From an optimization exercise on the open Yosys and OpenROAD flow, aimed at small area, a short achievable clock period and few clock cycles per item; shortcuts taken in it are not production practice.
Where RTL was checked, it was by simulation tests only, not by an equivalence proof against the original.
Function not checked in runs 2 and 3: the RTL went through the layout flow alone.

<file path="flow/run.sh">
#!/bin/bash
# The standard layout, with the timing repair asked to leave a setup
# margin so that it also works on paths that already meet the clock
set -euo pipefail
export SETUP_SLACK_MARGIN=11
export SKIP_GATE_CLONING=1
bash standard.sh > standard.log 2>&1
</file>
<file path="standard.sh">
#!/bin/bash
# synth_recipe.tcl (not shown) runs the flow's synth.tcl, then flattens the netlist and writes it again
# the make line also repeats each setting of config.mk as NAME=value (left out here)
make -C /OpenROAD-flow-scripts/flow DESIGN_CONFIG=/design/flow/config.mk WORK_HOME=/design/flow/orfs CLKGATE_MAP_FILE= SYNTH_SCRIPT=/design/flow/synth_recipe.tcl "${@:-finish}"
</file>
<file path="config.mk">
export PLATFORM = sky130hd
export DESIGN_NAME = turbo_dec_top
export DESIGN_NICKNAME = turbo_dec_top
export VERILOG_FILES = /design/flow/design.v
export SDC_FILE = /design/flow/constraint.sdc
export NUM_CORES = 4
export LEC_CHECK = 0
export CAP_MARGIN = 20
export CORE_MARGIN = 2
export CORE_UTILIZATION = 40
export SLEW_MARGIN = 20
</file>
<file path="constraint.sdc">
create_clock -name core_clock -period 20.0 [get_ports {clk_p_i}]
set_input_delay 4.0000 -clock core_clock [delete_from_list [all_inputs] [get_ports {clk_p_i}]]
set_output_delay 4.0000 -clock core_clock [all_outputs]
set_load 0.01 [all_outputs]
</file>
<file path="design.v">
`default_nettype none
package turbo_llr_pkg;
    typedef logic signed [13-1:0] llr_t;
    typedef logic signed [4-1:0]  ch_sample_t;
    typedef logic [5-1:0]      info_bits_t;
    localparam llr_t NEG_INF = {1'b1, {(13-1){1'b0}}};
    function automatic llr_t llr_sat_add(input llr_t a, input llr_t b);
        logic signed [13:0] wide;
        wide = a + b;
        if (wide[13] != wide[13-1]) begin
            llr_sat_add = wide[13] ? 13'({1'b1, {(13-1){1'b0}}})
                                   : 13'({1'b0, {(13-1){1'b1}}});
        end else begin
            llr_sat_add = 13'(wide[13-1:0]);
        end
    endfunction
    function automatic llr_t llr_sat_sub(input llr_t a, input llr_t b);
        logic signed [13:0] wide;
        wide = a - b;
        if (wide[13] != wide[13-1]) begin
            llr_sat_sub = wide[13] ? 13'({1'b1, {(13-1){1'b0}}})
                                   : 13'({1'b0, {(13-1){1'b1}}});
        end else begin
            llr_sat_sub = 13'(wide[13-1:0]);
        end
    endfunction
    function automatic llr_t llr_max(input llr_t a, input llr_t b);
        llr_max = (b > a) ? b : a;
    endfunction
    function automatic llr_t ch2(input logic [4-1:0] v);
        ch2 = {{(13-4-1){v[4-1]}}, v, 1'b0};
    endfunction
    function automatic llr_t neg_inf_add(input llr_t x);
        neg_inf_add = x[13-1] ? NEG_INF : {1'b1, x[13-2:0]};
    endfunction
endpackage
`default_nettype wire
`default_nettype none
package turbo_fsm_pkg;
    localparam logic [14:0] PERM = {3'd3, 3'd1, 3'd2, 3'd4, 3'd0};
endpackage
`default_nettype wire
`timescale 1ns/10ps
`default_nettype none
module turbo_input_buffer (
    input  wire logic                     clk_p_i,
    input  wire logic                     reset_n_i,
    input  wire logic                     in_valid_i,
    input  wire logic [4-1:0]   sys_i,
    input  wire logic [4-1:0]   par1_i,
    input  wire logic [4-1:0]   par2_i,
    input  wire logic                     take_i,       
    output logic                          in_ready_o,
    output logic                          stg_full_o,
    output logic [(5 + 2)-1:0][4-1:0] stg_sys_o,
    output logic [(5 + 2)-1:0][4-1:0] stg_par1_o,
    output logic [(5 + 2)-1:0][4-1:0] stg_par2_o,
    output logic [(5 + 2)-1:0][4-1:0] sys_o,
    output logic [(5 + 2)-1:0][4-1:0] par1_o,
    output logic [(5 + 2)-1:0][4-1:0] par2_o
);
    logic [3-1:0] step_q;
    logic                     accept;
    assign accept = in_valid_i && in_ready_o;
    always_ff @(posedge clk_p_i or negedge reset_n_i) begin
        if (!reset_n_i) begin
            step_q     <= '0;
            in_ready_o <= 1'b1;
            stg_full_o <= 1'b0;
        end else begin
            if (accept) begin
                if (step_q == 3'((5 + 2) - 1)) begin
                    step_q     <= '0;
                    stg_full_o <= 1'b1;
                    in_ready_o <= 1'b0;
                end else begin
                    step_q <= step_q + 1'b1;
                end
            end else if (take_i) begin
                stg_full_o <= 1'b0;
                in_ready_o <= 1'b1;
            end
        end
    end
    always_ff @(posedge clk_p_i) begin
        if (accept) begin
            stg_sys_o[step_q]  <= sys_i;
            stg_par1_o[step_q] <= par1_i;
            stg_par2_o[step_q] <= par2_i;
        end
        if (take_i) begin
            sys_o  <= stg_sys_o;
            par1_o <= stg_par1_o;
            par2_o <= stg_par2_o;
        end
    end
endmodule
`default_nettype wire
`timescale 1ns/10ps
`default_nettype none
module acs_fwd (
    input  wire turbo_llr_pkg::llr_t a1_i, a2_i, a3_i,
    input  wire turbo_llr_pkg::llr_t s_i, p_i, sp_i,
    output turbo_llr_pkg::llr_t      a1_o, a2_o, a3_o
);
    turbo_llr_pkg::llr_t d0, d1, d2, d3;
    always_comb begin
        d0 = turbo_llr_pkg::llr_max('0, turbo_llr_pkg::llr_sat_add(a1_i, sp_i));
        d2 = turbo_llr_pkg::llr_max(sp_i, a1_i);
        d3 = turbo_llr_pkg::llr_max(turbo_llr_pkg::llr_sat_add(a2_i, p_i), turbo_llr_pkg::llr_sat_add(a3_i, s_i));
        d1 = turbo_llr_pkg::llr_max(turbo_llr_pkg::llr_sat_add(a2_i, s_i), turbo_llr_pkg::llr_sat_add(a3_i, p_i));
        a1_o = turbo_llr_pkg::llr_sat_sub(d1, d0);
        a2_o = turbo_llr_pkg::llr_sat_sub(d2, d0);
        a3_o = turbo_llr_pkg::llr_sat_sub(d3, d0);
    end
endmodule
module acs_bwd (
    input  wire turbo_llr_pkg::llr_t b1_i, b2_i, b3_i,
    input  wire turbo_llr_pkg::llr_t s_i, p_i, sp_i,
    output turbo_llr_pkg::llr_t      b1_o, b2_o, b3_o,
    output turbo_llr_pkg::llr_t      y01_o, y20_o, y21_o, y30_o, y31_o
);
    turbo_llr_pkg::llr_t d0, d1, d2, d3;
    always_comb begin
        y01_o = turbo_llr_pkg::llr_sat_add(sp_i, b2_i);
        y20_o = turbo_llr_pkg::llr_sat_add(p_i, b3_i);
        y21_o = turbo_llr_pkg::llr_sat_add(s_i, b1_i);
        y30_o = turbo_llr_pkg::llr_sat_add(p_i, b1_i);
        y31_o = turbo_llr_pkg::llr_sat_add(s_i, b3_i);
        d0 = turbo_llr_pkg::llr_max('0, y01_o);
        d1 = turbo_llr_pkg::llr_max(b2_i, sp_i);
        d2 = turbo_llr_pkg::llr_max(y20_o, y21_o);
        d3 = turbo_llr_pkg::llr_max(y30_o, y31_o);
        b1_o = turbo_llr_pkg::llr_sat_sub(d1, d0);
        b2_o = turbo_llr_pkg::llr_sat_sub(d2, d0);
        b3_o = turbo_llr_pkg::llr_sat_sub(d3, d0);
    end
endmodule
module llr_stage1 (
    input  wire turbo_llr_pkg::llr_t a1_i, a2_i, a3_i,
    input  wire turbo_llr_pkg::llr_t sp_i, b2_i,
    input  wire turbo_llr_pkg::llr_t y01_i, y20_i, y21_i, y30_i, y31_i,
    output turbo_llr_pkg::llr_t      m0a_o, m0b_o, m1a_o, m1b_o
);
    always_comb begin
        m0a_o = turbo_llr_pkg::llr_max('0, turbo_llr_pkg::llr_sat_add(a1_i, b2_i));
        m0b_o = turbo_llr_pkg::llr_max(turbo_llr_pkg::llr_sat_add(a2_i, y20_i), turbo_llr_pkg::llr_sat_add(a3_i, y30_i));
        m1a_o = turbo_llr_pkg::llr_max(y01_i, turbo_llr_pkg::llr_sat_add(a1_i, sp_i));
        m1b_o = turbo_llr_pkg::llr_max(turbo_llr_pkg::llr_sat_add(a2_i, y21_i), turbo_llr_pkg::llr_sat_add(a3_i, y31_i));
    end
endmodule
module siso_maxlog (
    input  wire logic                      clk_p_i,
    input  wire logic                      s0_i,       
    input  wire logic                      newblk_i,   
    input  wire logic [6:1]                cyc_i,      
    input  wire logic                      dec_i,      
    input  wire logic                      first_i,    
    input  wire logic [(5 + 2)-1:0][4-1:0] stg_sys_i,
    input  wire logic [(5 + 2)-1:0][4-1:0] stg_par1_i,
    input  wire logic [(5 + 2)-1:0][4-1:0] sys_i,
    input  wire logic [(5 + 2)-1:0][4-1:0] par1_i,
    input  wire logic [(5 + 2)-1:0][4-1:0] par2_i,
    output logic                           hard_b_o,   
    output logic                           hard_f_o    
);
    localparam logic [14:0] PERM = turbo_fsm_pkg::PERM;
    turbo_llr_pkg::llr_t ext_q [5];
    turbo_llr_pkg::llr_t bg_s_q, bg_sp_q, fg_s_q, fg_sp_q;
    logic [4-1:0] bg_p_q, fg_p_q;
    turbo_llr_pkg::llr_t bg_p, fg_p;
    turbo_llr_pkg::llr_t a1_q, a2_q, a3_q;           
    turbo_llr_pkg::llr_t a1s1_q, a1s2_q, a1s3_q;     
    turbo_llr_pkg::llr_t b1_q, b2_q, b3_q;           
    turbo_llr_pkg::llr_t b4s1_q, b4s2_q, b4s3_q;     
    turbo_llr_pkg::llr_t mb0a_q, mb0b_q, mb1a_q, mb1b_q;
    turbo_llr_pkg::llr_t mf0a_q, mf0b_q, mf1a_q, mf1b_q;
    function automatic turbo_llr_pkg::llr_t apr_of(input int k, input logic d, input logic f);
        apr_of = f ? '0 : (d ? ext_q[PERM[3*k +: 3]] : ext_q[k]);
    endfunction
    function automatic logic [3:0] sys_of(input int k, input logic d);
        sys_of = d ? sys_i[PERM[3*k +: 3]] : sys_i[k];
    endfunction
    function automatic logic [3:0] par_of(input int k, input logic d);
        par_of = d ? par2_i[k] : par1_i[k];
    endfunction
    turbo_llr_pkg::llr_t bg_apr, fg_apr, g0_apr;
    logic [3:0] bg_sys, bg_par, fg_sys, fg_par;
    turbo_llr_pkg::llr_t bg_s, bg_sp, fg_s, fg_sp, stg_s, stg_sp;
    logic newb;
    assign newb = s0_i || newblk_i;
    always_comb begin
        bg_apr = '0; bg_sys = '0; bg_par = '0;
        if (cyc_i[6]) begin
            bg_apr = apr_of(4, ~dec_i, 1'b0); bg_sys = sys_of(4, ~dec_i); bg_par = par_of(4, ~dec_i);
        end else if (cyc_i[1]) begin
            bg_apr = apr_of(3, dec_i, first_i); bg_sys = sys_of(3, dec_i); bg_par = par_of(3, dec_i);
        end else if (cyc_i[2]) begin
            bg_apr = apr_of(2, dec_i, first_i); bg_sys = sys_of(2, dec_i); bg_par = par_of(2, dec_i);
        end else if (cyc_i[3]) begin
            bg_apr = apr_of(1, dec_i, first_i); bg_sys = sys_of(1, dec_i); bg_par = par_of(1, dec_i);
        end else begin
            bg_apr = apr_of(0, dec_i, first_i); bg_sys = sys_of(0, dec_i); bg_par = par_of(0, dec_i);
        end
        if (cyc_i[1]) begin
            fg_apr = apr_of(1, dec_i, first_i); fg_sys = sys_of(1, dec_i); fg_par = par_of(1, dec_i);
        end else if (cyc_i[2]) begin
            fg_apr = apr_of(2, dec_i, first_i); fg_sys = sys_of(2, dec_i); fg_par = par_of(2, dec_i);
        end else if (cyc_i[3]) begin
            fg_apr = apr_of(3, dec_i, first_i); fg_sys = sys_of(3, dec_i); fg_par = par_of(3, dec_i);
        end else begin
            fg_apr = apr_of(4, dec_i, first_i); fg_sys = sys_of(4, dec_i); fg_par = par_of(4, dec_i);
        end
        g0_apr = apr_of(0, dec_i, first_i);
        bg_s  = turbo_llr_pkg::llr_sat_add(bg_apr, turbo_llr_pkg::ch2(bg_sys));
        bg_sp = turbo_llr_pkg::llr_sat_add(bg_s, turbo_llr_pkg::ch2(bg_par));
        stg_s  = turbo_llr_pkg::ch2(stg_sys_i[4]);
        stg_sp = stg_s + turbo_llr_pkg::ch2(stg_par1_i[4]);
        fg_s  = turbo_llr_pkg::llr_sat_add(fg_apr, turbo_llr_pkg::ch2(fg_sys));
        fg_sp = turbo_llr_pkg::llr_sat_add(fg_s, turbo_llr_pkg::ch2(fg_par));
    end
    assign bg_p = turbo_llr_pkg::ch2(bg_p_q);
    assign fg_p = turbo_llr_pkg::ch2(fg_p_q);
    turbo_llr_pkg::llr_t g0_s, g0_p, g0_sp, g0_a13;
    always_comb begin
        g0_s   = turbo_llr_pkg::llr_sat_add(g0_apr, turbo_llr_pkg::ch2(sys_of(0, dec_i)));
        g0_p   = turbo_llr_pkg::ch2(par_of(0, dec_i));
        g0_sp  = turbo_llr_pkg::llr_sat_add(g0_s, g0_p);
        g0_a13 = turbo_llr_pkg::neg_inf_add(turbo_llr_pkg::llr_max(g0_s, g0_p));
    end
    function automatic logic [38:0] beta5(input logic [3:0] s5, s6, p5, p6, q5, q6, input logic d);
        turbo_llr_pkg::llr_t x1, x2, x3;
        if (d) begin
            x1 = turbo_llr_pkg::ch2(q5);
            x2 = turbo_llr_pkg::ch2(q6);
            x3 = turbo_llr_pkg::ch2(q5) + turbo_llr_pkg::ch2(q6);
        end else begin
            x1 = turbo_llr_pkg::ch2(s5) + turbo_llr_pkg::ch2(p5);
            x2 = turbo_llr_pkg::ch2(s5) + turbo_llr_pkg::ch2(s6) + turbo_llr_pkg::ch2(p6);
            x3 = turbo_llr_pkg::ch2(p5) + turbo_llr_pkg::ch2(s6) + turbo_llr_pkg::ch2(p6);
        end
        beta5 = {x3, x2, x1};
    endfunction
    logic [38:0] b5_cur, b5_nxt, b5_stg;
    assign b5_cur = beta5(sys_i[5], sys_i[6], par1_i[5], par1_i[6], par2_i[5], par2_i[6], dec_i);
    assign b5_nxt = beta5(sys_i[5], sys_i[6], par1_i[5], par1_i[6], par2_i[5], par2_i[6], ~dec_i);
    assign b5_stg = beta5(stg_sys_i[5], stg_sys_i[6], stg_par1_i[5], stg_par1_i[6], 4'd0, 4'd0, 1'b0);
    turbo_llr_pkg::llr_t bb1, bb2, bb3, bn1, bn2, bn3, by01, by20, by21, by30, by31;
    assign bb1 = b1_q;
    assign bb2 = b2_q;
    assign bb3 = b3_q;
    acs_bwd bwd_i (
        .b1_i(bb1), .b2_i(bb2), .b3_i(bb3), .s_i(bg_s_q), .p_i(bg_p), .sp_i(bg_sp_q),
        .b1_o(bn1), .b2_o(bn2), .b3_o(bn3),
        .y01_o(by01), .y20_o(by20), .y21_o(by21), .y30_o(by30), .y31_o(by31)
    );
    turbo_llr_pkg::llr_t la1, la2, la3, mb0a, mb0b, mb1a, mb1b;
    always_comb begin
        if (cyc_i[3]) begin
            la1 = a1_q; la2 = a2_q; la3 = a3_q;
        end else if (cyc_i[4]) begin
            la1 = a1s1_q; la2 = a1s2_q; la3 = a1s3_q;
        end else begin
            la1 = turbo_llr_pkg::NEG_INF; la2 = turbo_llr_pkg::NEG_INF; la3 = turbo_llr_pkg::NEG_INF;
        end
    end
    llr_stage1 llrb_i (
        .a1_i(la1), .a2_i(la2), .a3_i(la3), .sp_i(bg_sp_q), .b2_i(bb2),
        .y01_i(by01), .y20_i(by20), .y21_i(by21), .y30_i(by30), .y31_i(by31),
        .m0a_o(mb0a), .m0b_o(mb0b), .m1a_o(mb1a), .m1b_o(mb1b)
    );
    turbo_llr_pkg::llr_t fn1, fn2, fn3;
    acs_fwd fwd_i (
        .a1_i(a1_q), .a2_i(a2_q), .a3_i(a3_q), .s_i(fg_s_q), .p_i(fg_p), .sp_i(fg_sp_q),
        .a1_o(fn1), .a2_o(fn2), .a3_o(fn3)
    );
    turbo_llr_pkg::llr_t fb1, fb2, fb3, fy01, fy20, fy21, fy30, fy31, mf0a, mf0b, mf1a, mf1b;
    turbo_llr_pkg::llr_t unused1, unused2, unused3;
    assign fb1 = b4s1_q;
    assign fb2 = b4s2_q;
    assign fb3 = b4s3_q;
    acs_bwd fsum_i (
        .b1_i(fb1), .b2_i(fb2), .b3_i(fb3), .s_i(fg_s_q), .p_i(fg_p), .sp_i(fg_sp_q),
        .b1_o(unused1), .b2_o(unused2), .b3_o(unused3),
        .y01_o(fy01), .y20_o(fy20), .y21_o(fy21), .y30_o(fy30), .y31_o(fy31)
    );
    llr_stage1 llrf_i (
        .a1_i(a1_q), .a2_i(a2_q), .a3_i(a3_q), .sp_i(fg_sp_q), .b2_i(fb2),
        .y01_i(fy01), .y20_i(fy20), .y21_i(fy21), .y30_i(fy30), .y31_i(fy31),
        .m0a_o(mf0a), .m0b_o(mf0b), .m1a_o(mf1a), .m1b_o(mf1b)
    );
    int kb, kf;
    turbo_llr_pkg::llr_t apr_b, apr_f, ext_b, ext_f;
    logic [3:0] sys_b, sys_f;
    always_comb begin
        kb = cyc_i[4] ? 2 : (cyc_i[5] ? 1 : 0);
        kf = cyc_i[5] ? 3 : 4;
        apr_b = apr_of(kb, dec_i, first_i);
        sys_b = sys_of(kb, dec_i);
        apr_f = apr_of(kf, dec_i, first_i);
        sys_f = sys_of(kf, dec_i);
    end
    extrinsic_unit extb_i (
        .m0a_i(mb0a_q), .m0b_i(mb0b_q), .m1a_i(mb1a_q), .m1b_i(mb1b_q),
        .apriori_i(apr_b), .sys_i(sys_b), .ext_o(ext_b), .hard_o(hard_b_o)
    );
    extrinsic_unit extf_i (
        .m0a_i(mf0a_q), .m0b_i(mf0b_q), .m1a_i(mf1a_q), .m1b_i(mf1b_q),
        .apriori_i(apr_f), .sys_i(sys_f), .ext_o(ext_f), .hard_o(hard_f_o)
    );
    always_ff @(posedge clk_p_i) begin
        if (newb) begin
            bg_s_q  <= stg_s;
            bg_sp_q <= stg_sp;
            bg_p_q  <= stg_par1_i[4];
        end else begin
            bg_s_q  <= bg_s;
            bg_sp_q <= bg_sp;
            bg_p_q  <= bg_par;
        end
        fg_s_q  <= fg_s;
        fg_sp_q <= fg_sp;
        fg_p_q  <= fg_par;
        if (cyc_i[1]) begin
            a1_q <= g0_a13; a2_q <= g0_sp; a3_q <= g0_a13;
        end else begin
            a1_q <= fn1; a2_q <= fn2; a3_q <= fn3;
        end
        if (cyc_i[2]) begin
            a1s1_q <= a1_q; a1s2_q <= a2_q; a1s3_q <= a3_q;
        end
        if (newb) begin
            {b3_q, b2_q, b1_q} <= b5_stg;
        end else if (cyc_i[6]) begin
            {b3_q, b2_q, b1_q} <= b5_nxt;
        end else begin
            b1_q <= bn1; b2_q <= bn2; b3_q <= bn3;
        end
        if (cyc_i[1]) begin
            b4s1_q <= bn1; b4s2_q <= bn2; b4s3_q <= bn3;
        end else if (cyc_i[4]) begin
            {b4s3_q, b4s2_q, b4s1_q} <= b5_cur;
        end
        mb0a_q <= mb0a; mb0b_q <= mb0b; mb1a_q <= mb1a; mb1b_q <= mb1b;
        mf0a_q <= mf0a; mf0b_q <= mf0b; mf1a_q <= mf1a; mf1b_q <= mf1b;
        if (cyc_i[4]) ext_q[dec_i ? PERM[3*2 +: 3] : 3'd2] <= ext_b;
        if (cyc_i[5]) begin
            ext_q[dec_i ? PERM[3*1 +: 3] : 3'd1] <= ext_b;
            ext_q[dec_i ? PERM[3*3 +: 3] : 3'd3] <= ext_f;
        end
        if (cyc_i[6]) begin
            ext_q[dec_i ? PERM[3*0 +: 3] : 3'd0] <= ext_b;
            ext_q[dec_i ? PERM[3*4 +: 3] : 3'd4] <= ext_f;
        end
    end
endmodule
`default_nettype wire
`timescale 1ns/10ps
`default_nettype none
module extrinsic_unit (
    input  wire turbo_llr_pkg::llr_t m0a_i,    
    input  wire turbo_llr_pkg::llr_t m0b_i,
    input  wire turbo_llr_pkg::llr_t m1a_i,    
    input  wire turbo_llr_pkg::llr_t m1b_i,
    input  wire turbo_llr_pkg::llr_t apriori_i,
    input  wire logic [4-1:0] sys_i,
    output turbo_llr_pkg::llr_t      ext_o,
    output logic                     hard_o
);
    turbo_llr_pkg::llr_t best0, best1, app, diff;
    always_comb begin
        best0 = turbo_llr_pkg::llr_max(m0a_i, m0b_i);
        best1 = turbo_llr_pkg::llr_max(m1a_i, m1b_i);
        app   = turbo_llr_pkg::llr_sat_sub(best1, best0);
        diff  = turbo_llr_pkg::llr_sat_sub(app, apriori_i);
        ext_o = turbo_llr_pkg::llr_sat_sub(diff, turbo_llr_pkg::ch2(sys_i));
        hard_o = (best1 >= best0);
    end
endmodule
`default_nettype wire
`timescale 1ns/10ps
`default_nettype none
module turbo_ctrl (
    input  wire logic                      clk_p_i,
    input  wire logic                      reset_n_i,
    input  wire logic                      stg_full_i,
    input  wire logic                      hard_b_i,
    input  wire logic                      hard_f_i,
    output logic                           take_o,     
    output logic                           s0_o,       
    output logic                           newblk_o,   
    output logic [6:1]                     cyc_o,
    output logic                           dec_o,
    output logic                           first_o,
    output turbo_llr_pkg::info_bits_t      dec_bits_o,
    output logic                           done_o
);
    localparam logic [14:0] PERM = turbo_fsm_pkg::PERM;
    logic                       run_q;
    logic [4-1:0]   iter_q;
    turbo_llr_pkg::info_bits_t  hard1_q;
    turbo_llr_pkg::info_bits_t  hard2_q;
    turbo_llr_pkg::info_bits_t  hard2_nat;
    logic                       stop;
    assign s0_o     = !run_q && stg_full_i;
    assign newblk_o = run_q && cyc_o[6] && dec_o && stop && stg_full_i;
    assign take_o   = s0_o || newblk_o;
    always_comb begin
        hard2_nat = hard2_q;
        hard2_nat[PERM[3*0 +: 3]] = hard_b_i;
        hard2_nat[PERM[3*4 +: 3]] = hard_f_i;
        stop = (hard2_nat == hard1_q) || (iter_q == 4'(10 - 1));
    end
    always_ff @(posedge clk_p_i or negedge reset_n_i) begin
        if (!reset_n_i) begin
            run_q      <= 1'b0;
            cyc_o      <= '0;
            dec_o      <= 1'b0;
            first_o    <= 1'b0;
            iter_q     <= '0;
            done_o     <= 1'b0;
            dec_bits_o <= '0;
        end else begin
            done_o <= 1'b0;
            if (run_q && cyc_o[6] && dec_o && stop) begin
                done_o     <= 1'b1;
                dec_bits_o <= hard2_nat;
            end
            if (take_o) begin
                run_q   <= 1'b1;
                cyc_o   <= 6'b000001;
                dec_o   <= 1'b0;
                first_o <= 1'b1;
                iter_q  <= '0;
            end else if (run_q) begin
                if (!cyc_o[6]) begin
                    cyc_o <= {cyc_o[5:1], 1'b0};
                end else if (!dec_o) begin
                    cyc_o   <= 6'b000001;
                    dec_o   <= 1'b1;
                    first_o <= 1'b0;
                end else if (stop) begin
                    run_q      <= 1'b0;
                    cyc_o      <= '0;
                end else begin
                    cyc_o  <= 6'b000001;
                    dec_o  <= 1'b0;
                    iter_q <= iter_q + 1'b1;
                end
            end
        end
    end
    always_ff @(posedge clk_p_i) begin
        if (!dec_o) begin
            if (cyc_o[4]) hard1_q[2] <= hard_b_i;
            if (cyc_o[5]) begin hard1_q[1] <= hard_b_i; hard1_q[3] <= hard_f_i; end
            if (cyc_o[6]) begin hard1_q[0] <= hard_b_i; hard1_q[4] <= hard_f_i; end
        end else begin
            if (cyc_o[4]) hard2_q[PERM[3*2 +: 3]] <= hard_b_i;
            if (cyc_o[5]) begin
                hard2_q[PERM[3*1 +: 3]] <= hard_b_i;
                hard2_q[PERM[3*3 +: 3]] <= hard_f_i;
            end
        end
    end
endmodule
`default_nettype wire
`timescale 1ns/10ps
`default_nettype none
module turbo_dec_top (
    input  wire logic                      clk_p_i,
    input  wire logic                      reset_n_i,
    input  wire logic                      in_valid_i,
    input  wire turbo_llr_pkg::ch_sample_t sys_i,
    input  wire turbo_llr_pkg::ch_sample_t par1_i,
    input  wire turbo_llr_pkg::ch_sample_t par2_i,
    output logic                           in_ready_o,
    output turbo_llr_pkg::info_bits_t      dec_bits_o,
    output logic                           done_o
);
    logic                      take, s0, newblk;
    logic                      stg_full;
    logic [6:1]                cyc;
    logic                      dec;
    logic                      first;
    logic                      hard_b, hard_f;
    logic [(5 + 2)-1:0][4-1:0]  stg_sys, stg_par1, stg_par2;
    logic [(5 + 2)-1:0][4-1:0]  sys_blk, par1_blk, par2_blk;
    turbo_input_buffer buffer_i (
        .clk_p_i(clk_p_i), .reset_n_i(reset_n_i), .in_valid_i(in_valid_i),
        .sys_i(sys_i), .par1_i(par1_i), .par2_i(par2_i), .take_i(take),
        .in_ready_o(in_ready_o), .stg_full_o(stg_full),
        .stg_sys_o(stg_sys), .stg_par1_o(stg_par1), .stg_par2_o(stg_par2),
        .sys_o(sys_blk), .par1_o(par1_blk), .par2_o(par2_blk)
    );
    turbo_ctrl ctrl_i (
        .clk_p_i(clk_p_i), .reset_n_i(reset_n_i), .stg_full_i(stg_full),
        .hard_b_i(hard_b), .hard_f_i(hard_f),
        .take_o(take), .s0_o(s0), .newblk_o(newblk), .cyc_o(cyc), .dec_o(dec), .first_o(first),
        .dec_bits_o(dec_bits_o), .done_o(done_o)
    );
    siso_maxlog siso_i (
        .clk_p_i(clk_p_i), .s0_i(s0), .newblk_i(newblk), .cyc_i(cyc), .dec_i(dec), .first_i(first),
        .stg_sys_i(stg_sys), .stg_par1_i(stg_par1),
        .sys_i(sys_blk), .par1_i(par1_blk), .par2_i(par2_blk),
        .hard_b_o(hard_b), .hard_f_o(hard_f)
    );
endmodule
`default_nettype wire
</file>
==> results of run 1 <==
==> registers in the layout, indices dropped and copies added (netlist names), 28 cells and up <==
name                 count
buffer_i.stg_par1_o     28
buffer_i.stg_par2_o     28
siso_i.ext_q            65
buffer_i.stg_sys_o      28
buffer_i.par2_o         28
buffer_i.par1_o         28
buffer_i.sys_o          28
==> final cells by class <==
cell class	count	area [sq um]	share of cell area [%]
inverter	469	1760	2.62
antenna	3	7.51	0.0111
sequential	585	15100	22.4
tap	2030	2540	3.77
clock buffer	96	2020	2.99
timing repair buffer	152	1270	1.88
clock inverter	36	524	0.778
multi-input combinational	5745	44200	65.6
==> metal layers <==
metal  wire length [um]  vias up  track usage [%]
met4              11700        6             12.9
met1              97100    25928             37.1
li1                   -    26029                -
met2              96300     1848             42.4
met5                 35        -                0
met3              15600      406             3.94
==> cell usage in the layout, fill, tap and decap left out, types with 220 or more instances in the layout <==
cell,Yosys,layout
a21o_1,232,232
a21oi_1,580,557
dfxtp_1,242,232
edfxtp_1,319,319
ha_1,854,845
inv_1,462,460
mux2i_1,231,220
nand2_1,395,392
nor2_1,471,462
o21ai_0,460,428
xnor2_1,243,243
==> worst max-delay path, delay by kind of cell, from the launching register on <==
kind,cells,cell delay [ns]
mux,1,0.44
simple gates,6,1.24
fa+ha+maj,6,2.13
compound gates,18,3.50
flops,1,0.40
buf+inv,3,0.40
xor+xnor,2,0.36
==> per-stage QoR <==
step                      cells  hold slack (ns)  setup slack, ns  util [%]
final                      9116            0.447            11.35      44.4
after detailed placement   8927            0.434             9.97      41.9
after floorplan            7026            0.426            11.10         -
after global routing       9113            0.452            10.91      44.4
after CTS                  9074            0.443            10.98      43.8
after global placement     8926            0.430             9.79      41.9
==> logic make-up after synthesis <==
group	after synthesis
AOI/OAI and AO/OA	2333
and+or+nand+nor	1663
adders and majority gates	947
buffers and inverters	696
DFF	585
xor gates and xnor gates	427
muxes	367
other	2
==> cell usage after synthesis, types with 34 or more instances <==
| cell | count |
|---|---|
| a211o_1 | 46 |
| a211oi_1 | 131 |
| a21o_1 | 232 |
| a21oi_1 | 580 |
| a22o_1 | 73 |
| a31oi_1 | 70 |
| and2_1 | 34 |
| and3_1 | 36 |
| clkbuf_1 | 186 |
| dfxtp_1 | 242 |
| edfxtp_1 | 319 |
| fa_1 | 68 |
| ha_1 | 854 |
| inv_1 | 462 |
| mux2_2 | 128 |
| mux2i_1 | 231 |
| nand2_1 | 395 |
| nand2b_1 | 112 |
| nand3_1 | 92 |
| nand4_1 | 48 |
| nor2_1 | 471 |
| nor2b_1 | 165 |
| nor3_1 | 142 |
| o211ai_1 | 54 |
| o21a_1 | 190 |
| o21ai_0 | 460 |
| o21bai_1 | 83 |
| o22ai_1 | 59 |
| or2_2 | 45 |
| or3_1 | 35 |
| xnor2_1 | 243 |
| xor2_1 | 184 |
==> worst paths after layout <==
kind                                       to
min in group asynchronous  buffer_i.step_q[1]
min                        buffer_i.par2_o[6]
max                          siso_i.mb0b_q[2]
max reg2reg                  siso_i.mb0b_q[2]
min reg2reg                buffer_i.par2_o[6]
max in group asynchronous     ctrl_i.cyc_o[3]
==> repair_timing <==
item / in CTS / in global routing
pin swaps: 10 / 41
hold endpoints to repair: 0 / 0
resized for setup: 62 / 158
gates cloned: 0 / 0
buffers inserted: 15 / 37
hold buffers: 0 / 0
endpoints found under the setup margin: 141 / 212
==> impl_metrics.json, run 1 <==
{
  "status": "timing/DRC/antenna clean",
  "finalCritPeriodShare_pct": 43.3,
  "min_path_cells": 0,
  "arrival_ns": 9.16,
  "dp_hpwl_mm": 176,
  "r2r-start": "siso_i.b1_q[1]",
  "clk_latency_ns": 0.72,
  "cp_max_fo": 15,
  "cts_buffers": 72,
  "grtUsageTotal_pct": 27.3,
  "period_minus_slack_ns": 8.65,
  "end_kind": "flip-flop",
  "clock-root-buffer": "clkbuf_16",
  "synth-edff-count": 319,
  "fin_setup_tns_ns": 0,
  "synth_top_family_by_area": "compound AO/OA/AOI/OAI gates",
  "fin_skew_ns": 0.0601,
  "synthFlopType": "edfxtp_1",
  "synthTopCellsByArea": "ha_1 17%, edfxtp_1 16%, dfxtp_1 7.9%, a21oi_1 4.8%, mux2i_1 3.8%",
  "ios": 22,
  "rsz0062_at_grt": "yes",
  "grt_max_degree": 86,
  "synth_compound_gate_area_share_pct": 25.2,
  "ys_ff_latch": 585,
  "synth-async-reset-ratio_pct": 4.10,
  "die_x_um": 395,
  "worstSetupStartpointType": "flip-flop",
  "via_per_inst": 5.95,
  "rows": 143,
  "first_pass_iters": 7,
  "place.gp.congestion": 0.969,
  "clock-sinks": 585,
  "fin_area_sq_mm": 0.0674,
  "overflow": 0,
  "worstPathRequired_ns": 20.51,
  "vias": 54217,
  "hold_class": "reg -> reg",
  "ff2ff_setup_slack_ns": 11.35,
  "tritoncts": "yes",
  "start_util_pct": 40.2,
  "synth-simple-area-share_pct": 13.2,
  "dieArea_sq_mm": 0.156,
  "critPathMaxStageDelay_ns": 0.56,
  "area_growth_pct": 10.4,
  "ant_nets": 0,
  "synth_cells": 7020,
  "portBuffers": 21,
  "place_area_sq_mm": 0.0636,
  "syn_avg_cell_area_sq_um": 8.70,
  "cap_violations": 0,
  "synth_fa_ha_area_share_pct": 20.1,
  "grt_pass1_wl_mm": 323,
  "synthMuxAreaShare_pct": 6.44,
  "die_y_um": 395,
  "synthDistinctLibCells": 102,
  "syn_area_sq_mm": 0.0611,
  "grt_pass1_vias": 50940,
  "core_area_sq_mm": 0.152,
  "drt_iter0_drc": 4604,
  "layout-drive-gt1-share_pct": 8.87,
  "worstMarginPinSlew_ns": 1.24,
  "fmaxAchievable_mhz": 116,
  "ys_seq_area_share_pct": 24.6,
  "drt-total-wl_mm": 221,
  "worst_path_most_repeated_cell": "o21a_1",
  "yosysTopAreaCellShare_pct": 17.5,
  "yosys.area.top_type": "ha_1",
  "nets": 7962,
  "antenna_found_initial": 16,
  "synthXorXnorAreaFrac_pct": 6.12,
  "hold_viol": 0,
  "slew_headroom_pct": 16.2,
  "fillers": 15001,
  "ff2ff_path_depth": 36,
  "clkTransAtPathRegs_ns": 0.06,
  "htree_levels": 3,
  "setup_viol": 0,
  "drv_slew": 0,
  "crit_slowest_cell": "or4_1",
  "drcViolationCount": 0,
  "crit_start": "siso_i.b1_q[1]",
  "yosysWarnings": 7,
  "crit_type": "reg -> reg",
  "hold_start": "buffer_i.stg_par2_o[6]",
  "wl_per_cell_um": 24.2,
  "clockBufferDepth": 3
}
Testbench counts, summed over its fixed seeds: cycles 48,036, items 1,920.
==> run 2, diff against run 1 <==
--- a/design.v
+++ b/design.v
@@ -100,2 +100,16 @@
 `default_nettype none
+module norm_max (
+    input  wire turbo_llr_pkg::llr_t ca_i, cb_i, e_i,
+    output turbo_llr_pkg::llr_t      n_o
+);
+    logic ge, epos;
+    turbo_llr_pkg::llr_t ta, tb;
+    always_comb begin
+        ge   = (ca_i >= cb_i);
+        epos = (e_i > 0);
+        ta   = turbo_llr_pkg::llr_sat_sub(ca_i, e_i);
+        tb   = turbo_llr_pkg::llr_sat_sub(cb_i, e_i);
+        n_o  = epos ? (ge ? ta : tb) : (ge ? ca_i : cb_i);
+    end
+endmodule
 module acs_fwd (
@@ -105,12 +119,13 @@
 );
-    turbo_llr_pkg::llr_t d0, d1, d2, d3;
+    turbo_llr_pkg::llr_t e, c1a, c1b, c3a, c3b;
     always_comb begin
-        d0 = turbo_llr_pkg::llr_max('0, turbo_llr_pkg::llr_sat_add(a1_i, sp_i));
-        d2 = turbo_llr_pkg::llr_max(sp_i, a1_i);
-        d3 = turbo_llr_pkg::llr_max(turbo_llr_pkg::llr_sat_add(a2_i, p_i), turbo_llr_pkg::llr_sat_add(a3_i, s_i));
-        d1 = turbo_llr_pkg::llr_max(turbo_llr_pkg::llr_sat_add(a2_i, s_i), turbo_llr_pkg::llr_sat_add(a3_i, p_i));
-        a1_o = turbo_llr_pkg::llr_sat_sub(d1, d0);
-        a2_o = turbo_llr_pkg::llr_sat_sub(d2, d0);
-        a3_o = turbo_llr_pkg::llr_sat_sub(d3, d0);
+        e   = turbo_llr_pkg::llr_sat_add(a1_i, sp_i);
+        c1a = turbo_llr_pkg::llr_sat_add(a2_i, s_i);
+        c1b = turbo_llr_pkg::llr_sat_add(a3_i, p_i);
+        c3a = turbo_llr_pkg::llr_sat_add(a2_i, p_i);
+        c3b = turbo_llr_pkg::llr_sat_add(a3_i, s_i);
     end
+    norm_max n1_i (.ca_i(c1a), .cb_i(c1b), .e_i(e), .n_o(a1_o));
+    norm_max n2_i (.ca_i(sp_i), .cb_i(a1_i), .e_i(e), .n_o(a2_o));
+    norm_max n3_i (.ca_i(c3a), .cb_i(c3b), .e_i(e), .n_o(a3_o));
 endmodule
@@ -122,3 +137,2 @@
 );
-    turbo_llr_pkg::llr_t d0, d1, d2, d3;
     always_comb begin
@@ -129,10 +143,6 @@
         y31_o = turbo_llr_pkg::llr_sat_add(s_i, b3_i);
-        d0 = turbo_llr_pkg::llr_max('0, y01_o);
-        d1 = turbo_llr_pkg::llr_max(b2_i, sp_i);
-        d2 = turbo_llr_pkg::llr_max(y20_o, y21_o);
-        d3 = turbo_llr_pkg::llr_max(y30_o, y31_o);
-        b1_o = turbo_llr_pkg::llr_sat_sub(d1, d0);
-        b2_o = turbo_llr_pkg::llr_sat_sub(d2, d0);
-        b3_o = turbo_llr_pkg::llr_sat_sub(d3, d0);
     end
+    norm_max n1_i (.ca_i(b2_i), .cb_i(sp_i), .e_i(y01_o), .n_o(b1_o));
+    norm_max n2_i (.ca_i(y20_o), .cb_i(y21_o), .e_i(y01_o), .n_o(b2_o));
+    norm_max n3_i (.ca_i(y30_o), .cb_i(y31_o), .e_i(y01_o), .n_o(b3_o));
 endmodule
@@ -369,10 +379,42 @@
 );
-    turbo_llr_pkg::llr_t best0, best1, app, diff;
+    localparam int W = 13;
+    localparam logic signed [W+1:0] HI = (1 <<< (W - 1)) - 1;
+    localparam logic signed [W+1:0] LO = -(1 <<< (W - 1));
+    logic                   ge0, ge1;
+    logic signed [W:0]      daa, dab, dba, dbb, d;
+    turbo_llr_pkg::llr_t    app, c;
+    logic signed [W:0]      k, u;
+    logic signed [W+1:0]    t;
+    turbo_llr_pkg::llr_t    ext_hi, ext_lo, ext_in;
+    always_comb begin
+        ge0 = (m0a_i >= m0b_i);
+        ge1 = (m1a_i >= m1b_i);
+        daa = (W+1)'(m1a_i) - (W+1)'(m0a_i);
+        dab = (W+1)'(m1a_i) - (W+1)'(m0b_i);
+        dba = (W+1)'(m1b_i) - (W+1)'(m0a_i);
+        dbb = (W+1)'(m1b_i) - (W+1)'(m0b_i);
+        case ({ge1, ge0})
+            2'b11:   d = daa;
+            2'b10:   d = dab;
+            2'b01:   d = dba;
+            default: d = dbb;
+        endcase
+        if (d > HI) app = HI[W-1:0];
+        else if (d < LO) app = LO[W-1:0];
+        else app = d[W-1:0];
+        hard_o = (d >= 0);
+    end
     always_comb begin
-        best0 = turbo_llr_pkg::llr_max(m0a_i, m0b_i);
-        best1 = turbo_llr_pkg::llr_max(m1a_i, m1b_i);
-        app   = turbo_llr_pkg::llr_sat_sub(best1, best0);
-        diff  = turbo_llr_pkg::llr_sat_sub(app, apriori_i);
-        ext_o = turbo_llr_pkg::llr_sat_sub(diff, turbo_llr_pkg::ch2(sys_i));
-        hard_o = (best1 >= best0);
+        c = turbo_llr_pkg::ch2(sys_i);
+        k = (W+1)'(apriori_i) + (W+1)'(c);
+        u = (W+1)'(app) - (W+1)'(apriori_i);
+        t = (W+2)'(app) - (W+2)'(k);
+        ext_hi = (c >= 0) ? W'(HI - (W+2)'(c)) : HI[W-1:0];
+        ext_lo = (c > 0) ? LO[W-1:0] : W'(LO - (W+2)'(c));
+        if (t > HI) ext_in = HI[W-1:0];
+        else if (t < LO) ext_in = LO[W-1:0];
+        else ext_in = t[W-1:0];
+        if (u > (W+1)'(HI)) ext_o = ext_hi;
+        else if (u < (W+1)'(LO)) ext_o = ext_lo;
+        else ext_o = ext_in;
     end
==> run 2 against run 1 <==
  * Global-route usage increased by 1.3 points
  * Die area grew 7.5%
  * Core utilization grew 0.54 points
  * Final cell count is 10% higher
  * Sequential share of layout area down 1.8 points
  * Critical path depth increased by 16
  * Setup slack worse by 0.15 ns
  * Cell area up 8.7%
  * Via count increased by 9.8%
  * Non-clock buffer count is 92 higher
  * Critical endpoint is now siso_i.mb1b_q[4]
  * Largest cell class unchanged
==> impl_metrics.json, run 2 <==
{
  "synth_cells": 7742,
  "final_util_pct": 45.0,
  "drt_iter0_drc": 5208,
  "rsz0062_at_grt": "no",
  "worstPathRequired_ns": 20.55,
  "area_growth_pct": 11.6,
  "synth_common_cells": "978 x ha_1, 711 x inv_1, 694 x a21oi_1",
  "crit_start": "siso_i.b3_q[0]",
  "ios": 22,
  "yosysTopAreaCellShare_pct": 18.6,
  "worst_path_most_repeated_cell": "o21a_1",
  "arrival_ns": 9.35,
  "worstSetupStartpointType": "flip-flop",
  "grt_pass1_wl_mm": 362,
  "clock-sinks": 585,
  "slew_headroom_pct": 13.8,
  "ff2ff_path_depth": 52,
  "period_minus_slack_ns": 8.80,
  "layout-drive-gt1-share_pct": 10.0,
  "drt-total-wl_mm": 249,
  "start_util_pct": 40.3,
  "synthDistinctLibCells": 96,
  "min_path_cells": 0,
  "crit_slowest_cell": "dfxtp_1",
  "ys_seq_area_share_pct": 22.9,
  "synthTopCellsByArea": "ha_1 19%, edfxtp_1 15%, dfxtp_1 7.4%, a21oi_1 5.3%, o21ai_0 4.7%",
  "whs_ns": 0.447,
  "htree_levels": 3,
  "portBuffers": 21,
  "drv_slew": 0,
  "r2r-end": "siso_i.mb1b_q[4]",
  "clkTransAtPathRegs_ns": 0.07,
  "drcViolationCount": 0,
  "rows": 148,
  "vias": 59517,
  "via_per_inst": 5.93,
  "hold_start": "buffer_i.stg_par1_o[2]",
  "dieArea_sq_mm": 0.167,
  "clk_latency_ns": 0.69,
  "whs_endpoint": "buffer_i.par1_o[2]",
  "finalCritPeriodShare_pct": 44.0,
  "cap_violations": 0,
  "fin_skew_ns": 0.0444,
  "end_kind": "flip-flop",
  "hold_class": "reg -> reg",
  "grt_max_degree": 77,
  "cts_buffers": 73,
  "syn_area_sq_mm": 0.0657,
  "hold_viol": 0,
  "antenna_found_initial": 10,
  "worstMarginPinSlew_ns": 1.28,
  "synthFlopType": "edfxtp_1",
  "fin_setup_tns_ns": 0,
  "first_pass_iters": 7,
  "dp_hpwl_mm": 199,
  "yosys.area.top_type": "ha_1",
  "tritoncts": "yes",
  "fmaxAchievable_mhz": 114,
  "yosysWarnings": 8,
  "cp_max_fo": 7,
  "place.gp.congestion": 1.03,
  "grtUsageTotal_pct": 28.6,
  "synth.most_common_cell": "ha_1",
  "clock-root-buffer": "clkbuf_16",
  "grt_pass1_vias": 56173,
  "ff2ff_setup_slack_ns": 11.20,
  "critPathMaxStageDelay_ns": 0.38,
  "setup_viol": 0,
  "layout_setup_ws_ns": 11.20,
  "r2r-start": "siso_i.b3_q[0]",
  "overflow": 0,
  "synth-edff-count": 319,
  "layout_commonest_cell": "ha_1",
  "wl_per_cell_um": 24.8,
  "layout_common_cells": "957 x ha_1, 705 x inv_1, 640 x a21oi_1",
  "clockBufferDepth": 3,
  "holdBufCountCts": 0,
  "ant_nets": 0,
  "synth-async-reset-ratio_pct": 4.10,
  "crit_type": "reg -> reg",
  "place_ws_ns": 9.08,
  "syn_avg_cell_area_sq_um": 8.48,
  "die_y_um": 409,
  "largest_reg_flops": 65,
  "core_area_sq_mm": 0.163,
  "nets": 8893,
  "ys_ff_latch": 585,
  "die_x_um": 409,
  "status": "timing/DRC/antenna clean"
}
-- run 2: how the worst max path moves through the flow --
stage | to | cells after the start
6_report | siso_i.mb1b_q[4] | 52
5_1_grt | siso_i.mb1b_q[4] | 52
4_1_cts | siso_i.mf1b_q[3] | 49
3_5_place_dp | siso_i.mb1b_q[2] | 46
3_3_place_gp | siso_i.mb1b_q[2] | 46
2_1_floorplan | siso_i.mb1b_q[10] | 53
-- run 2: layer usage --
metal,up-vias,wire (um),global-route usage [%]
li1,28278,-,-
met1,28627,107000,37.5
met4,6,15400,15.3
met5,-,39,0
met2,2078,110000,45.2
met3,528,17000,4.34
-- run 2: repair_timing --
action	4_1_cts	5_1_grt
endpoints found under the setup margin	136	151
resized for setup	143	215
pin swaps	33	80
setup buffers	43	71
gates cloned	0	0
-- run 2: area by class of cell --
cell class / instances / area [sq um]
clock buffer: 88 / 1950
clock inverter: 48 / 527
fill: 16026 / 89700
timing repair buffer: 244 / 1970
antenna: 2 / 5.00
tap: 2175 / 2720
multi-input combinational: 6184 / 48300
inverter: 714 / 2690
sequential: 585 / 15100
-- run 2: stage by stage --
step,std cells,area (sq um)
2_1_floorplan,7743,65700
5_1_grt,10038,73300
3_3_place_gp,9787,68500
4_1_cts,9967,71800
3_5_place_dp,9788,68500
6_report,10040,73300
-- run 2: critical path, delay by kind of cell (launching register included) --
kind / cells / cell delay (ns)
XOR/XNOR: 2 / 0.38
flip-flops: 1 / 0.38
buffers and inverters: 7 / 0.72
adder cells (fa/ha/maj): 7 / 1.66
AO/OA/AOI/OAI: 30 / 4.63
AND/OR/NAND/NOR: 5 / 0.56
multiplexers: 1 / 0.34
-- run 2: logic make-up after synthesis --
family | Yosys count | share of synthesized area, %
buf+inv | 974 | 5.60
fa+ha+maj | 1093 | 21.9
compound gates | 2603 | 25.6
other cells | 1 | 0.00571
xor+xnor | 480 | 6.40
mux | 315 | 5.11
flops | 585 | 22.9
simple gates | 1691 | 12.5
==> run 3, diff against run 2 <==
--- a/design.v
+++ b/design.v
@@ -29,2 +29,5 @@
     endfunction
+    function automatic llr_t llr_sel(input logic s, input llr_t a, input llr_t b);
+        llr_sel = ({13{s}} & a) | ({13{~s}} & b);
+    endfunction
     function automatic llr_t ch2(input logic [4-1:0] v);
@@ -111,3 +114,3 @@
         tb   = turbo_llr_pkg::llr_sat_sub(cb_i, e_i);
-        n_o  = epos ? (ge ? ta : tb) : (ge ? ca_i : cb_i);
+        n_o  = turbo_llr_pkg::llr_sel(epos, turbo_llr_pkg::llr_sel(ge, ta, tb), turbo_llr_pkg::llr_sel(ge, ca_i, cb_i));
     end
@@ -154,7 +157,18 @@
 );
+    localparam int W = 13;
+    turbo_llr_pkg::llr_t z10, z11, z20, z30, z21, z31;
+    logic signed [W+1:0] d0b, d1b;
     always_comb begin
-        m0a_o = turbo_llr_pkg::llr_max('0, turbo_llr_pkg::llr_sat_add(a1_i, b2_i));
-        m0b_o = turbo_llr_pkg::llr_max(turbo_llr_pkg::llr_sat_add(a2_i, y20_i), turbo_llr_pkg::llr_sat_add(a3_i, y30_i));
-        m1a_o = turbo_llr_pkg::llr_max(y01_i, turbo_llr_pkg::llr_sat_add(a1_i, sp_i));
-        m1b_o = turbo_llr_pkg::llr_max(turbo_llr_pkg::llr_sat_add(a2_i, y21_i), turbo_llr_pkg::llr_sat_add(a3_i, y31_i));
+        z10 = turbo_llr_pkg::llr_sat_add(a1_i, b2_i);
+        z11 = turbo_llr_pkg::llr_sat_add(a1_i, sp_i);
+        z20 = turbo_llr_pkg::llr_sat_add(a2_i, y20_i);
+        z30 = turbo_llr_pkg::llr_sat_add(a3_i, y30_i);
+        z21 = turbo_llr_pkg::llr_sat_add(a2_i, y21_i);
+        z31 = turbo_llr_pkg::llr_sat_add(a3_i, y31_i);
+        d0b = (W+2)'(a2_i) + (W+2)'(y20_i) - (W+2)'(a3_i) - (W+2)'(y30_i);
+        d1b = (W+2)'(a2_i) + (W+2)'(y21_i) - (W+2)'(a3_i) - (W+2)'(y31_i);
+        m0a_o = turbo_llr_pkg::llr_max('0, z10);
+        m1a_o = turbo_llr_pkg::llr_sel(b2_i >= a1_i, y01_i, z11);
+        m0b_o = turbo_llr_pkg::llr_sel(d0b >= 0, z20, z30);
+        m1b_o = turbo_llr_pkg::llr_sel(d1b >= 0, z21, z31);
     end
@@ -177,3 +191,4 @@
     localparam logic [14:0] PERM = turbo_fsm_pkg::PERM;
-    turbo_llr_pkg::llr_t ext_q [5];
+    typedef logic signed [13:0] k_t;
+    k_t ext_q [5];
     turbo_llr_pkg::llr_t bg_s_q, bg_sp_q, fg_s_q, fg_sp_q;
@@ -187,5 +202,2 @@
     turbo_llr_pkg::llr_t mf0a_q, mf0b_q, mf1a_q, mf1b_q;
-    function automatic turbo_llr_pkg::llr_t apr_of(input int k, input logic d, input logic f);
-        apr_of = f ? '0 : (d ? ext_q[PERM[3*k +: 3]] : ext_q[k]);
-    endfunction
     function automatic logic [3:0] sys_of(input int k, input logic d);
@@ -193,2 +205,11 @@
     endfunction
+    function automatic k_t k_of(input int k, input logic d, input logic f);
+        k_of = f ? k_t'(turbo_llr_pkg::ch2(sys_of(k, d))) : (d ? ext_q[PERM[3*k +: 3]] : ext_q[k]);
+    endfunction
+    function automatic turbo_llr_pkg::llr_t s_of(input k_t k);
+        if (k[13] != k[13-1])
+            s_of = k[13] ? turbo_llr_pkg::NEG_INF : ~turbo_llr_pkg::NEG_INF;
+        else
+            s_of = k[13-1:0];
+    endfunction
     function automatic logic [3:0] par_of(input int k, input logic d);
@@ -196,3 +217,3 @@
     endfunction
-    turbo_llr_pkg::llr_t bg_apr, fg_apr, g0_apr;
+    k_t bg_apr, fg_apr, g0_apr;
     logic [3:0] bg_sys, bg_par, fg_sys, fg_par;
@@ -204,23 +225,23 @@
         if (cyc_i[6]) begin
-            bg_apr = apr_of(4, ~dec_i, 1'b0); bg_sys = sys_of(4, ~dec_i); bg_par = par_of(4, ~dec_i);
+            bg_apr = k_of(4, ~dec_i, 1'b0); bg_sys = sys_of(4, ~dec_i); bg_par = par_of(4, ~dec_i);
         end else if (cyc_i[1]) begin
-            bg_apr = apr_of(3, dec_i, first_i); bg_sys = sys_of(3, dec_i); bg_par = par_of(3, dec_i);
+            bg_apr = k_of(3, dec_i, first_i); bg_sys = sys_of(3, dec_i); bg_par = par_of(3, dec_i);
         end else if (cyc_i[2]) begin
-            bg_apr = apr_of(2, dec_i, first_i); bg_sys = sys_of(2, dec_i); bg_par = par_of(2, dec_i);
+            bg_apr = k_of(2, dec_i, first_i); bg_sys = sys_of(2, dec_i); bg_par = par_of(2, dec_i);
         end else if (cyc_i[3]) begin
-            bg_apr = apr_of(1, dec_i, first_i); bg_sys = sys_of(1, dec_i); bg_par = par_of(1, dec_i);
+            bg_apr = k_of(1, dec_i, first_i); bg_sys = sys_of(1, dec_i); bg_par = par_of(1, dec_i);
         end else begin
-            bg_apr = apr_of(0, dec_i, first_i); bg_sys = sys_of(0, dec_i); bg_par = par_of(0, dec_i);
+            bg_apr = k_of(0, dec_i, first_i); bg_sys = sys_of(0, dec_i); bg_par = par_of(0, dec_i);
         end
         if (cyc_i[1]) begin
-            fg_apr = apr_of(1, dec_i, first_i); fg_sys = sys_of(1, dec_i); fg_par = par_of(1, dec_i);
+            fg_apr = k_of(1, dec_i, first_i); fg_sys = sys_of(1, dec_i); fg_par = par_of(1, dec_i);
         end else if (cyc_i[2]) begin
-            fg_apr = apr_of(2, dec_i, first_i); fg_sys = sys_of(2, dec_i); fg_par = par_of(2, dec_i);
+            fg_apr = k_of(2, dec_i, first_i); fg_sys = sys_of(2, dec_i); fg_par = par_of(2, dec_i);
         end else if (cyc_i[3]) begin
-            fg_apr = apr_of(3, dec_i, first_i); fg_sys = sys_of(3, dec_i); fg_par = par_of(3, dec_i);
+            fg_apr = k_of(3, dec_i, first_i); fg_sys = sys_of(3, dec_i); fg_par = par_of(3, dec_i);
         end else begin
-            fg_apr = apr_of(4, dec_i, first_i); fg_sys = sys_of(4, dec_i); fg_par = par_of(4, dec_i);
+            fg_apr = k_of(4, dec_i, first_i); fg_sys = sys_of(4, dec_i); fg_par = par_of(4, dec_i);
         end
-        g0_apr = apr_of(0, dec_i, first_i);
-        bg_s  = turbo_llr_pkg::llr_sat_add(bg_apr, turbo_llr_pkg::ch2(bg_sys));
+        g0_apr = k_of(0, dec_i, first_i);
+        bg_s  = s_of(bg_apr);
         bg_sp = turbo_llr_pkg::llr_sat_add(bg_s, turbo_llr_pkg::ch2(bg_par));
@@ -228,3 +249,3 @@
         stg_sp = stg_s + turbo_llr_pkg::ch2(stg_par1_i[4]);
-        fg_s  = turbo_llr_pkg::llr_sat_add(fg_apr, turbo_llr_pkg::ch2(fg_sys));
+        fg_s  = s_of(fg_apr);
         fg_sp = turbo_llr_pkg::llr_sat_add(fg_s, turbo_llr_pkg::ch2(fg_par));
@@ -235,3 +256,3 @@
     always_comb begin
-        g0_s   = turbo_llr_pkg::llr_sat_add(g0_apr, turbo_llr_pkg::ch2(sys_of(0, dec_i)));
+        g0_s   = s_of(g0_apr);
         g0_p   = turbo_llr_pkg::ch2(par_of(0, dec_i));
@@ -302,3 +323,3 @@
     int kb, kf;
-    turbo_llr_pkg::llr_t apr_b, apr_f, ext_b, ext_f;
+    k_t apr_b, apr_f, ext_b, ext_f;
     logic [3:0] sys_b, sys_f;
@@ -307,5 +328,5 @@
         kf = cyc_i[5] ? 3 : 4;
-        apr_b = apr_of(kb, dec_i, first_i);
+        apr_b = k_of(kb, dec_i, first_i);
         sys_b = sys_of(kb, dec_i);
-        apr_f = apr_of(kf, dec_i, first_i);
+        apr_f = k_of(kf, dec_i, first_i);
         sys_f = sys_of(kf, dec_i);
@@ -314,3 +335,3 @@
         .m0a_i(mb0a_q), .m0b_i(mb0b_q), .m1a_i(mb1a_q), .m1b_i(mb1b_q),
-        .apriori_i(apr_b), .sys_i(sys_b), .ext_o(ext_b), .hard_o(hard_b_o)
+        .k_i(apr_b), .sys_i(sys_b), .k_o(ext_b), .hard_o(hard_b_o)
     );
@@ -318,3 +339,3 @@
         .m0a_i(mf0a_q), .m0b_i(mf0b_q), .m1a_i(mf1a_q), .m1b_i(mf1b_q),
-        .apriori_i(apr_f), .sys_i(sys_f), .ext_o(ext_f), .hard_o(hard_f_o)
+        .k_i(apr_f), .sys_i(sys_f), .k_o(ext_f), .hard_o(hard_f_o)
     );
@@ -374,5 +395,5 @@
     input  wire turbo_llr_pkg::llr_t m1b_i,
-    input  wire turbo_llr_pkg::llr_t apriori_i,
+    input  wire logic signed [13:0] k_i,    
     input  wire logic [4-1:0] sys_i,
-    output turbo_llr_pkg::llr_t      ext_o,
+    output logic signed [13:0] k_o,         
     output logic                     hard_o
@@ -385,5 +406,4 @@
     turbo_llr_pkg::llr_t    app, c;
-    logic signed [W:0]      k, u;
-    logic signed [W+1:0]    t;
-    turbo_llr_pkg::llr_t    ext_hi, ext_lo, ext_in;
+    logic signed [W+1:0]    w, u, t, chi, clo, khi, klo;
+    logic                   uhi, ulo, thi, tlo;
     always_comb begin
@@ -395,8 +415,4 @@
         dbb = (W+1)'(m1b_i) - (W+1)'(m0b_i);
-        case ({ge1, ge0})
-            2'b11:   d = daa;
-            2'b10:   d = dab;
-            2'b01:   d = dba;
-            default: d = dbb;
-        endcase
+        d = ({(W+1){ ge1 &  ge0}} & daa) | ({(W+1){ ge1 & ~ge0}} & dab)
+          | ({(W+1){~ge1 &  ge0}} & dba) | ({(W+1){~ge1 & ~ge0}} & dbb);
         if (d > HI) app = HI[W-1:0];
@@ -407,14 +423,19 @@
     always_comb begin
-        c = turbo_llr_pkg::ch2(sys_i);
-        k = (W+1)'(apriori_i) + (W+1)'(c);
-        u = (W+1)'(app) - (W+1)'(apriori_i);
-        t = (W+2)'(app) - (W+2)'(k);
-        ext_hi = (c >= 0) ? W'(HI - (W+2)'(c)) : HI[W-1:0];
-        ext_lo = (c > 0) ? LO[W-1:0] : W'(LO - (W+2)'(c));
-        if (t > HI) ext_in = HI[W-1:0];
-        else if (t < LO) ext_in = LO[W-1:0];
-        else ext_in = t[W-1:0];
-        if (u > (W+1)'(HI)) ext_o = ext_hi;
-        else if (u < (W+1)'(LO)) ext_o = ext_lo;
-        else ext_o = ext_in;
+        c   = turbo_llr_pkg::ch2(sys_i);
+        w   = (W+2)'(c) - (W+2)'(k_i);
+        u   = (W+2)'(app) + w;
+        t   = (W+2)'(app) - (W+2)'(k_i);
+        chi = HI + (W+2)'(c);
+        clo = LO + (W+2)'(c);
+        khi = (c >= 0) ? HI : chi;
+        klo = (c > 0) ? clo : LO;
+        uhi = (u > HI);
+        ulo = (u < LO);
+        thi = (t > HI);
+        tlo = (t < LO);
+        k_o = ({(W+1){uhi}} & (W+1)'(khi))
+            | ({(W+1){~uhi & ulo}} & (W+1)'(klo))
+            | ({(W+1){~uhi & ~ulo & thi}} & (W+1)'(chi))
+            | ({(W+1){~uhi & ~ulo & ~thi & tlo}} & (W+1)'(clo))
+            | ({(W+1){~uhi & ~ulo & ~thi & ~tlo}} & (W+1)'(u));
     end
--- a/flow/run.sh
+++ b/flow/run.sh
@@ -4,3 +4,3 @@
 set -euo pipefail
-export SETUP_SLACK_MARGIN=11
+export SETUP_SLACK_MARGIN=12
 export SKIP_GATE_CLONING=1
==> run 3 against run 2 <==
  * Die area is 5.7% higher
  * Register-to-register slack improved by 1.1 ns
  * Clock skew grew 0.047 ns
  * Clock-buffer cell count is 1 lower
  * Still clean on timing, DRC and antenna
  * Setup slack improved by 1.1 ns
  * Synthesized cell count increased by 5.6%
  * Hold slack about the same
  * Maximum frequency grew 15%
  * Area after synthesis increased by 5.7%
  * Flip-flop and latch count rose by 5
==> impl_metrics.json, run 3 <==
{
  "status": "timing/DRC/antenna clean",
  "drt_iter0_drc": 6308,
  "cp_max_fo": 14,
  "cts_buffers": 75,
  "grt_max_degree": 68,
  "first_pass_iters": 6,
  "synthXorXnorAreaFrac_pct": 6.19,
  "worst_path_most_repeated_cell": "o21ai_0",
  "fin_area_sq_mm": 0.0758,
  "ys_ff_latch": 590,
  "overflow": 0,
  "synth_top_family_by_area": "adder cells",
  "setup_viol": 0,
  "htree_levels": 3,
  "core_area_sq_mm": 0.172,
  "whs_endpoint": "buffer_i.par1_o[1]",
  "fmaxAchievable_mhz": 130,
  "hold_viol": 0,
  "crit_type": "reg -> reg",
  "fillers": 16980,
  "critPathMaxStageDelay_ns": 0.83,
  "end_kind": "flip-flop",
  "synth-edff-count": 324,
  "drt-total-wl_mm": 269,
  "synth-simple-area-share_pct": 14.0,
  "worstMarginPinSlew_ns": 1.20,
  "syn_avg_cell_area_sq_um": 8.49,
  "r2r-start": "siso_i.b1_q[0]",
  "clockBufferDepth": 3,
  "largest_reg_flops": 70,
  "met1_usage_pct": 39.2,
  "clock-root-buffer": "clkbuf_16",
  "grt_pass1_wl_mm": 391,
  "synth_fa_ha_area_share_pct": 24.5,
  "clkTransAtPathRegs_ns": 0.06,
  "synthTopCellsByArea": "ha_1 18%, edfxtp_1 14%, dfxtp_1 7.0%, fa_1 6.1%, a21oi_1 4.8%",
  "fin_setup_tns_ns": 0,
  "area_growth_pct": 9.21,
  "tritoncts": "yes",
  "clock-sinks": 590,
  "nets": 9409,
  "synth_compound_gate_area_share_pct": 24.3,
  "ff2ff_setup_slack_ns": 12.33,
  "grtUsageMet3_pct": 5.08,
  "portBuffers": 21,
  "dp_hpwl_mm": 218,
  "vias": 63605,
  "cap_violations": 0,
  "synth_common_cells": "1001 x ha_1, 706 x inv_1, 668 x a21oi_1",
  "via_per_inst": 6.02,
  "r2r-end": "siso_i.mb1b_q[6]",
  "layout-drive-gt1-share_pct": 6.68,
  "place.gp.congestion": 1.02,
  "drv_slew": 0,
  "yosysWarnings": 8,
  "yosys.area.top_type": "ha_1",
  "period_minus_slack_ns": 7.67,
  "synthMuxAreaShare_pct": 3.91,
  "clk_latency_ns": 0.75,
  "use_met2_pct": 46.4,
  "crit_slowest_cell": "o21ai_0",
  "ios": 22,
  "start_util_pct": 40.3,
  "grt_pass1_vias": 60110,
  "rows": 152,
  "drcViolationCount": 0,
  "worstPathRequired_ns": 20.56,
  "dieArea_sq_mm": 0.177,
  "synth.most_common_cell": "ha_1",
  "slew_headroom_pct": 19.0,
  "layout_common_cells": "998 x ha_1, 703 x inv_1, 660 x a21oi_1",
  "rsz0062_at_grt": "no",
  "die_x_um": 421,
  "die_y_um": 421,
  "synth-async-reset-ratio_pct": 4.07,
  "finalCritPeriodShare_pct": 38.3,
  "multiInputGateArea_sq_mm": 0.0509,
  "ant_nets": 0,
  "hold_class": "reg -> reg",
  "ys_seq_area_share_pct": 21.9,
  "syn_area_sq_mm": 0.0694,
  "ff2ff_path_depth": 28,
  "synthFlopType": "edfxtp_1",
  "yosysTopAreaCellShare_pct": 18.0,
  "synthDistinctLibCells": 104,
  "busiest_layer": "met2",
  "arrival_ns": 8.23,
  "hold_start": "buffer_i.stg_par1_o[1]",
  "synth_cells": 8175,
  "grtUsageTotal_pct": 29.7,
  "place_area_sq_mm": 0.0729,
  "layout_commonest_cell": "ha_1",
  "fin_skew_ns": 0.0917,
  "min_path_cells": 0,
  "antenna_found_initial": 5,
  "wl_per_cell_um": 25.5,
  "worstSetupStartpointType": "flip-flop",
  "regArea_sq_mm": 0.0152
}
run 3: changes by cell type after synthesis, sizes merged, moves of 35 or more:
| cell | delta |
|---|---|
| xor2 | +35 |
| nand2 | +212 |
| mux2i | -37 |
| fa | +113 |
| a22oi | +48 |
| nor2 | +41 |
| a21boi | -63 |
| nand3 | +58 |
run 3: timing repair:
item | in CTS | in global routing
setup endpoints to repair | 35 | 168
setup buffers | 0 | 8
resized for setup | 5 | 65
pin swaps | 0 | 4
hold buffers | 0 | 0
run 3: cell type report:
cell class | count | area share, %
diodes | 4 | 0.0132
clock buffers | 87 | 2.62
clock inverters | 52 | 0.873
inverters | 714 | 3.55
multi-input cells | 6616 | 67.2
flip-flops and latches | 590 | 20.0
well taps | 2310 | 3.81
repair buffers | 185 | 1.94
run 3: per-stage QoR:
step	std cells	worst slack (ns)	hold slack (ns)	utilization [%]
after floorplan	8176	12.55	0.426	-
after global placement	10404	11.68	0.432	42.3
after detailed placement	10406	11.61	0.434	42.3
after CTS	10545	11.94	0.442	43.9
after global routing	10554	12.00	0.464	44.0
final	10558	12.33	0.448	44.0
run 3: logic make-up (layout without fill, tap and decap cells):
family / count (synthesis) / count (layout)
buffers and inverters: 970 / 1038
other: 1 / 6
xor gates and xnor gates: 491 / 491
and+or+nand+nor: 2036 / 2036
DFF: 590 / 590
adders and majority gates: 1237 / 1237
AOI/OAI and AO/OA: 2597 / 2597
muxes: 253 / 253
run 3: worst max path at each step:
stage	startpoint	to	slack, ns
after floorplan	ctrl_i.dec_o	siso_i.ext_q[1][4]	12.55
after global placement	siso_i.bg_p_q[3]	siso_i.b4s2_q[9]	11.68
after detailed placement	siso_i.bg_p_q[3]	siso_i.b4s2_q[9]	11.61
after CTS	siso_i.bg_p_q[1]	siso_i.b4s2_q[9]	11.94
after global routing	siso_i.mb0b_q[11]	siso_i.ext_q[1][1]	12.00
final	siso_i.b1_q[0]	siso_i.mb1b_q[6]	12.33
run 3: worst max-delay path: cells and delay by family (launching register included):
family | cells | cell delay (ns)
compound gates | 16 | 3.98
flops | 1 | 0.34
fa+ha+maj | 5 | 1.91
simple gates | 3 | 0.48
xor+xnor | 2 | 0.52
buf+inv | 2 | 0.28
run 3: layer usage:
layer  vias up  wire length, um
met2      2681           117000
met5         -                0
li1      29687                -
met1     30645           114000
met3       592            22400
met4         0            16200

==> separate check: timing with driven ports <==
The flow's constraints put no driver on any port. The routed layouts listed below were extracted and timed again, unchanged, in two steps. Step 1 (the two cells are an assumption about what drives the block):
set clk [get_ports {clk_p_i}]
set_driving_cell -lib_cell sky130_fd_sc_hd__clkbuf_16 $clk
set_driving_cell -lib_cell sky130_fd_sc_hd__buf_2 [delete_from_list [all_inputs] $clk]
Step 2 also shifts input and output timing later by t, the mid clock arrival at the registers, as if the neighbouring blocks saw the same clock. a / b / c = ideal / step 1 / step 2; a / b = the first two.
| run | t (ns) | slack for setup (ns) | worst setup path at the end | latest minus earliest clock arrival (ns) | pins driven straight from the clock port |
|---|---|---|---|---|---|
| run 1 | 0.772 | 11.348 / 11.348 / 11.348 | register to register | 0.060 / 0.061 | 1 |
| run 2 | 0.755 | 11.200 / 11.200 / 11.200 | register to register | 0.044 / 0.044 | 1 |
| run 3 | 0.789 | 12.331 / 12.331 / 12.331 | register to register | 0.093 / 0.092 | 1 |
After both steps every run listed still meets setup and hold.
